Background: an optimization exercise with open tools, aiming at a short achievable clock period and few clock cycles. Do not read the settings as production practice. The RTL was checked by simulation tests, not by an equivalence proof against the original design. Power figures rest on the tool's default switching activity, not on a simulated workload.

## design/flow/design.v

```verilog
`timescale 1ns/1ps
module mipsCore (
    input  logic               CLK,
    input  logic               rst_n,
    output logic [32-1:0] o_pc,
    input  logic [32-1:0] i_instr,
    output logic [32-1:0] o_memAddr,
    output logic [32-1:0] o_memWrData,
    output logic               o_memWrite,
    output logic               o_memRead,
    input  logic [32-1:0] i_memRdData,
    input  logic               i_memReady
);
    logic        freeze;      
    logic        stallD;      
    logic        mispE;       
    logic [31:0] pcF;
    logic [31:0] pc4F;
    logic [31:0] brTgtF;
    logic [31:0] nextF;
    logic        isJF;
    logic        predF;
    logic [31:0] instrD;
    logic [31:0] pc4D;
    logic        predD;
    logic [5:0]  opD;
    logic [5:0]  fnD;
    logic [4:0]  rsD, rtD, rdD;
    logic [31:0] immD;
    logic        regWriteD, isLoadD, isStoreD, isBrD, isBneD, aluSrcD;
    logic        useRsD, useRtD;
    logic [4:0]  destD;
    logic [3:0]  aluSelD;     
    logic        subD;
    logic [31:0] rsValD, rtValD;
    logic [31:0] brTgtD;
    logic        regWriteE, isLoadE, isStoreE, canMisE, isBneE, predE, aluSrcE, subE;
    logic [3:0]  aluSelE;
    logic [4:0]  destE;
    logic [31:0] rsValE, rtValE, immE, altE;
    logic        fwdAME, fwdAWE, fwdBME, fwdBWE;
    logic [31:0] srcA, fwdB, srcB, sumE, aluE;
    logic        sltE, takenE;
    logic [31:0] aluM, wrDataM;
    logic        memReadM, memWriteM, regWriteM;
    logic [4:0]  destM;
    logic [31:0] resW;
    logic        regWriteW;
    logic [4:0]  destW;
    logic [31:0] regs [1:31];
    assign o_pc = pcF;
    assign pc4F = pcF + 32'd4;
    assign isJF = (i_instr[31:26] == 6'd2);
    assign predF = (i_instr[31:27] == 5'b00010) && i_instr[15];
    assign brTgtF = pc4F + {{14{i_instr[15]}}, i_instr[15:0], 2'b00};
    always_comb begin
        if (isJF)
            nextF = {pc4F[31:28], i_instr[25:0], 2'b00};
        else if (predF)
            nextF = brTgtF;
        else
            nextF = pc4F;
    end
    always_ff @(posedge CLK) begin
        if (!rst_n)
            pcF <= 32'h0000_0000;
        else if (!freeze) begin
            if (mispE)
                pcF <= altE;
            else if (!stallD)
                pcF <= nextF;
        end
    end
    always_ff @(posedge CLK) begin
        if (!rst_n) begin
            instrD <= '0;
            predD <= 1'b0;
        end else if (!freeze) begin
            if (mispE) begin
                instrD <= '0;
                predD <= 1'b0;
            end else if (!stallD) begin
                instrD <= i_instr;
                predD <= predF;
            end
        end
    end
    always_ff @(posedge CLK) begin
        if (!freeze && !stallD)
            pc4D <= pc4F;
    end
    assign opD = instrD[31:26];
    assign rsD = instrD[25:21];
    assign rtD = instrD[20:16];
    assign rdD = instrD[15:11];
    assign fnD = instrD[5:0];
    assign immD = {{16{instrD[15]}}, instrD[15:0]};
    always_comb begin
        regWriteD = 1'b0;
        isLoadD = 1'b0;
        isStoreD = 1'b0;
        isBrD = 1'b0;
        isBneD = 1'b0;
        aluSrcD = 1'b0;
        useRsD = 1'b0;
        useRtD = 1'b0;
        destD = rtD;
        aluSelD = 4'b0001;
        subD = 1'b0;
        case (opD)
            6'd0: begin
                destD = rdD;
                useRsD = 1'b1;
                useRtD = 1'b1;
                regWriteD = 1'b1;
                case (fnD)
                    6'd33: ;
                    6'd35: subD = 1'b1;
                    6'd36:  aluSelD = 4'b0010;
                    6'd37:   aluSelD = 4'b0100;
                    6'd42: begin
                        aluSelD = 4'b1000;
                        subD = 1'b1;
                    end
                    default: begin
                        regWriteD = 1'b0;
                        useRsD = 1'b0;
                        useRtD = 1'b0;
                    end
                endcase
            end
            6'd9: begin
                regWriteD = 1'b1;
                aluSrcD = 1'b1;
                useRsD = 1'b1;
            end
            6'd35: begin
                regWriteD = 1'b1;
                isLoadD = 1'b1;
                aluSrcD = 1'b1;
                useRsD = 1'b1;
            end
            6'd43: begin
                isStoreD = 1'b1;
                aluSrcD = 1'b1;
                useRsD = 1'b1;
                useRtD = 1'b1;
            end
            6'd4, 6'd5: begin
                isBrD = 1'b1;
                isBneD = opD[0];
                useRsD = 1'b1;
                useRtD = 1'b1;
            end
            default: ;
        endcase
        if (destD == 5'd0)
            regWriteD = 1'b0;
    end
    assign rsValD = (rsD == 5'd0) ? 32'd0 :
                    (regWriteW && (destW == rsD)) ? resW : regs[rsD];
    assign rtValD = (rtD == 5'd0) ? 32'd0 :
                    (regWriteW && (destW == rtD)) ? resW : regs[rtD];
    assign stallD = isLoadE && ((useRsD && (destE == rsD)) || (useRtD && (destE == rtD)));
    assign brTgtD = pc4D + {immD[29:0], 2'b00};
    always_ff @(posedge CLK) begin
        if (!rst_n) begin
            regWriteE <= 1'b0;
            isLoadE <= 1'b0;
            isStoreE <= 1'b0;
            canMisE <= 1'b0;
        end else if (!freeze) begin
            if (mispE || stallD) begin
                regWriteE <= 1'b0;
                isLoadE <= 1'b0;
                isStoreE <= 1'b0;
                canMisE <= 1'b0;
            end else begin
                regWriteE <= regWriteD;
                isLoadE <= isLoadD;
                isStoreE <= isStoreD;
                canMisE <= isBrD && (instrD[15:0] != 16'd0);
            end
        end
    end
    always_ff @(posedge CLK) begin
        if (!freeze) begin
            isBneE <= isBneD;
            predE <= predD;
            aluSrcE <= aluSrcD;
            subE <= subD;
            aluSelE <= aluSelD;
            destE <= destD;
            rsValE <= rsValD;
            rtValE <= rtValD;
            immE <= immD;
            altE <= predD ? pc4D : brTgtD;
            fwdAME <= regWriteE && (destE == rsD);
            fwdAWE <= regWriteM && (destM == rsD);
            fwdBME <= regWriteE && (destE == rtD);
            fwdBWE <= regWriteM && (destM == rtD);
        end
    end
    assign srcA = fwdAME ? aluM : fwdAWE ? resW : rsValE;
    assign fwdB = fwdBME ? aluM : fwdBWE ? resW : rtValE;
    assign srcB = aluSrcE ? immE : fwdB;
    assign sumE = srcA + (subE ? ~srcB : srcB) + {31'd0, subE};
    assign sltE = (srcA[31] != srcB[31]) ? srcA[31] : sumE[31];
    assign aluE = ({32{aluSelE[0]}} & sumE) |
                  ({32{aluSelE[1]}} & (srcA & srcB)) |
                  ({32{aluSelE[2]}} & (srcA | srcB)) |
                  {31'd0, aluSelE[3] & sltE};
    assign takenE = (srcA == fwdB) ^ isBneE;
    assign mispE = canMisE && (takenE != predE);
    always_ff @(posedge CLK) begin
        if (!rst_n) begin
            memReadM <= 1'b0;
            memWriteM <= 1'b0;
            regWriteM <= 1'b0;
        end else if (!freeze) begin
            memReadM <= isLoadE;
            memWriteM <= isStoreE;
            regWriteM <= regWriteE;
        end
    end
    always_ff @(posedge CLK) begin
        if (!freeze) begin
            aluM <= aluE;
            wrDataM <= fwdB;
            destM <= destE;
        end
    end
    assign o_memAddr = aluM;
    assign o_memWrData = wrDataM;
    assign o_memRead = memReadM;
    assign o_memWrite = memWriteM;
    assign freeze = (memReadM || memWriteM) && !i_memReady;
    always_ff @(posedge CLK) begin
        if (!rst_n)
            regWriteW <= 1'b0;
        else if (!freeze)
            regWriteW <= regWriteM;
    end
    always_ff @(posedge CLK) begin
        if (!freeze) begin
            resW <= memReadM ? i_memRdData : aluM;
            destW <= destM;
        end
    end
    always_ff @(posedge CLK) begin
        if (regWriteW)
            regs[destW] <= resW;
    end
endmodule
```

## design/flow/run.sh

```bash
#!/bin/bash
# synth_recipe.tcl (not shown) runs the flow's synth.tcl, then flattens the netlist and writes it again
# the make line also repeats each setting of config.mk as NAME=value (left out here)
make -C /OpenROAD-flow-scripts/flow DESIGN_CONFIG=/design/flow/config.mk WORK_HOME=/design/flow/orfs CLKGATE_MAP_FILE= SYNTH_SCRIPT=/design/flow/synth_recipe.tcl finish
```

## design/flow/config.mk

```make
export PLATFORM = sky130hd
export DESIGN_NAME = mipsCore
export DESIGN_NICKNAME = mipsCore
export VERILOG_FILES = /design/flow/design.v
export SDC_FILE = /design/flow/constraint.sdc
export NUM_CORES = 4
export LEC_CHECK = 0
export ABC_CLOCK_PERIOD_IN_PS = 2500
export CAP_MARGIN = 20
export CORE_MARGIN = 2
export CORE_UTILIZATION = 40
export SETUP_SLACK_MARGIN = 5
export SLEW_MARGIN = 20
```

## design/flow/constraint.sdc

```tcl
create_clock -name core_clock -period 8.0 [get_ports {CLK}]
set_input_delay 1.6000 -clock core_clock [delete_from_list [all_inputs] [get_ports {CLK}]]
set_output_delay 1.6000 -clock core_clock [all_outputs]
set_load 0.01 [all_outputs]
```

==> results.sh <==
export IMPL_arrival_ps=5010
export IMPL_wl_per_cell_um=31.9
export IMPL_path_class="reg2reg"
export IMPL_drt_pass1_iterations=6
export IMPL_setup_viol=0
export IMPL_seq_area_frac_synth=0.584
export IMPL_core_area_um2=167000
export IMPL_gp_congestion=0.897
export IMPL_synth_top_cell_by_area="edfxtp_1"
export IMPL_nets=5265
export IMPL_insertion_delay_ps=800
export IMPL_synth_seq_cells=1332
export IMPL_max_cap_violations=0
export IMPL_outcome="complete, no violations"
export IMPL_reg2reg_slack_ps=3690
export IMPL_hold_violations=0
export IMPL_drtIter0Drc=6658
export IMPL_start_util=0.403
export IMPL_ys_top_cells_by_count="1259 x edfxtp_1, 436 x mux4_2, 320 x a21oi_1"
export IMPL_wl_um=236000
export IMPL_cts_root_buf="clkbuf_16"
export IMPL_cpMostUsedCell="buf_4"
export IMPL_totalPowerFinal_mw=19.8
export IMPL_synth_area_um2=67300
export IMPL_die_h_um=414
export IMPL_critical_path_max_fanout=7
export IMPL_grt_max_degree=73
export IMPL_worstPathCellList="buf_4 > buf_8 > buf_12 > mux2i_4 > o21ai_2 > buf_4 > buf_4 > buf_4 > buf_4 > buf_4 > buf_4 > buf_6 > buf_6 > xor2_4 > nor4_1 > nand2_1 > nor4_4 > buf_6 > mux2_4 > buf_12 > a21oi_4 > buf_6 > nand2_1 > a21oi_2"
export IMPL_grt_pass1_wl_um=332000
export IMPL_finalMaxSlewViolations=0
export IMPL_grt_pass1_vias=45900
export IMPL_slowest_stage="edfxtp_1"
export IMPL_post_route_drc_count=0
export IMPL_peakVddDrop_v=0.000171
export IMPL_ys_flop_type="edfxtp_1"
export IMPL_layout_drive_gt1_share=0.334
export IMPL_ys_types=73
export IMPL_p_leak_nw=28.0
export IMPL_startpoint_type="flip-flop"
export IMPL_fmax_mhz=232
export IMPL_yosysTopAreaCellShare=0.562
export IMPL_synth_edff_count=1259
export IMPL_skew_ps=30.8
export IMPL_final_setup_tns_ps=0
export IMPL_io_pins=165
export IMPL_synthTopCellsByArea="edfxtp_1 56%, mux4_2 15%, mux2i_1 4.3%"
export IMPL_die_w_um=414
export IMPL_synth_cells=4623
export IMPL_min_path_type="reg2reg"
export IMPL_yosysWarnings=1
export IMPL_antenna_found_initial=4
export IMPL_fin_area_um2=82600
export IMPL_dieArea_um2=172000
export IMPL_period_minus_slack_ps=4310
export IMPL_nFillCells=14000
export IMPL_vias=47500
export IMPL_period_share=0.538
export IMPL_drt_vias_per_instance=6.40
export IMPL_cts_inserted_buffers=147
export IMPL_cts_path_max_buffers=3
export IMPL_placed_area_um2=72300
export IMPL_ant_nets=0
export IMPL_worst_slew_pin_slew_ps=1180
export IMPL_syn_nets=4790
export IMPL_relSlewSlack=0.214
export IMPL_cp_required_ps=8710
export IMPL_area_growth_pct=22.7
export IMPL_dp_hpwl_um=134000
export IMPL_cts_htree_levels=4
export IMPL_async_flop_share=0
export IMPL_cellPowerDensity_nw_per_um2=240
export IMPL_rsz0062_at_grt="true"
export IMPL_slowest_delay_ps=400
export IMPL_final_util=0.494
export IMPL_rows=150
export IMPL_portBuffers=164
export IMPL_yosys_cell_count_top_type="edfxtp_1"
export IMPL_clkSinkCount=1332
export IMPL_clk_pin_slew_ps=70
export IMPL_grt_total_usage=0.267
export IMPL_end_kind="flip-flop"
export IMPL_cts_tree="built"
export IMPL_syn_area_per_cell_um2=14.6
export IMPL_grt_overflow_total=0
-- report_power, final --
group | leakage, nW | internal (mW) | switching (mW)
clock | 2.22 | 3.73 | 2.85
combinational | 13.2 | 1.69 | 2.60
sequential | 12.6 | 8.71 | 0.260
total | 28.0 | 14.1 | 5.71
-- worst paths after layout --
path,startpoint,endpoint,cells after the start
setup / recovery,fwdBWE$_DFFE_PN_,instrD[12]$_SDFFE_PN0P_,24
hold / removal,pc4D[1]$_DFFE_PP_,altE[1]$_DFFE_PN_,0
setup reg to reg,fwdBWE$_DFFE_PN_,instrD[12]$_SDFFE_PN0P_,24
hold reg to reg,pc4D[1]$_DFFE_PP_,altE[1]$_DFFE_PN_,0
-- area by class of cell --
class                      count  area (µm²)  area share
sequential                  1332       39400       0.478
multi-input combinational   2906       29000       0.351
timing repair buffer         642        6470      0.0783
clock buffer                 195        3980      0.0482
tap                         2204        2760      0.0334
clock inverter                72         603     0.00731
inverter                      68         287     0.00347
timing repair inverter         1        16.3    0.000197
antenna                        1        2.50   0.0000303
-- worst max-delay path: cells and delay by family, from the launching register on --
family	cells	cell delay [ps]
AOI/OAI and AO/OA	3	530
DFF	1	400
and+or+nand+nor	4	620
muxes	2	560
buffers and inverters	14	1950
xor gates and xnor gates	1	150
-- flip-flops by register name (all words and copies together), names as in the netlist, 16 cells and up --
signal,cells
altE,32
aluM,32
immE,16
instrD,32
pc4D,32
pcF,32
regs,992
resW,32
rsValE,32
rtValE,32
wrDataM,32
-- through the flow --
stage / hold slack (ps) / instances / worst slack, ps
final: 417 / 7421 / 3690
after global routing: 428 / 7420 / 3600
after CTS: 418 / 7356 / 3890
after detailed placement: 405 / 6796 / 2660
after global placement: 402 / 6792 / 2710
after floorplan: 400 / 4623 / 4130
-- what timing repair did --
action	in CTS	in global routing
setup buffers	270	57
resized for setup	902	169
hold buffers	0	0
endpoints found under the setup margin	739	386
pin swaps	102	69
gates cloned	23	7
-- cell families (layout without fill, tap and decap cells) --
family,count (synthesis),after routing,synth area share
buf+inv,392,978,0.0230
flops,1332,1332,0.584
other cells,0,1,0
simple gates,836,839,0.0565
mux,827,827,0.206
xor+xnor,187,187,0.0243
fa+ha+maj,100,100,0.0189
compound gates,949,953,0.0874
-- per-layer routing --
layer | global-route usage | up-vias | share of wire
li1 | - | 19500 | -
met1 | 0.362 | 24500 | 0.39
met2 | 0.423 | 2853 | 0.47
met3 | 0.0410 | 562 | 0.092
met4 | 0.125 | 6 | 0.053
met5 | 0 | - | 0.00017
-- cell usage in the layout (no fill, tap or decap), types with 31 or more instances in the layout --
cell	instances
a221oi_1	32
o21ai_0	127
buf_2	65
o211ai_1	34
nor2_4	35
nand2_1	246
a21oi_2	61
dfxtp_4	44
buf_12	31
mux4_2	436
xor2_1	89
buf_4	295
clkbuf_16	158
mux2i_1	263
a21oi_1	253
inv_1	62
o22ai_1	51
nand3_1	74
mux2_2	82
clkbuf_1	42
o221ai_1	46
clkdlybuf4s50_1	65
nor2_1	216
a211oi_1	61
xnor2_1	69
nand2b_1	36
o21ai_2	34
o21ai_1	45
edfxtp_1	1259
nor3_1	44
ha_1	69
a21o_1	43
buf_6	136
Testbench counts, summed over its fixed seeds: cycles 32,235.

==> re-timing with driven ports <==
Ports are ideal in the flow. The routed layout listed here was re-timed in OpenROAD. Step 1, drivers: a clkbuf_16 drives CLK and a buf_2 each remaining input, both assumed. Step 2 times the ports against the registers' clock, not the clock port: input delays grow and output delays shrink by t, the midpoint of the rising clock arrivals with the driver on. Slacks: no drivers / after step 1 / after step 2; pairs: no drivers / after step 1.
shift t [ns]: 0.860
setup WS [ns]: 3.694 / 3.694 / 3.314
hold slack, ns: 0.417 / 0.417 / 0.417
worst setup path at the end: input to register
slew at the worst register clock pin (ns): 0.07 / 0.07
After both steps this run still meets setup and hold. For this run, drivers alone change the setup slack by 0.000 ns; drivers and shift together by -0.380 ns.
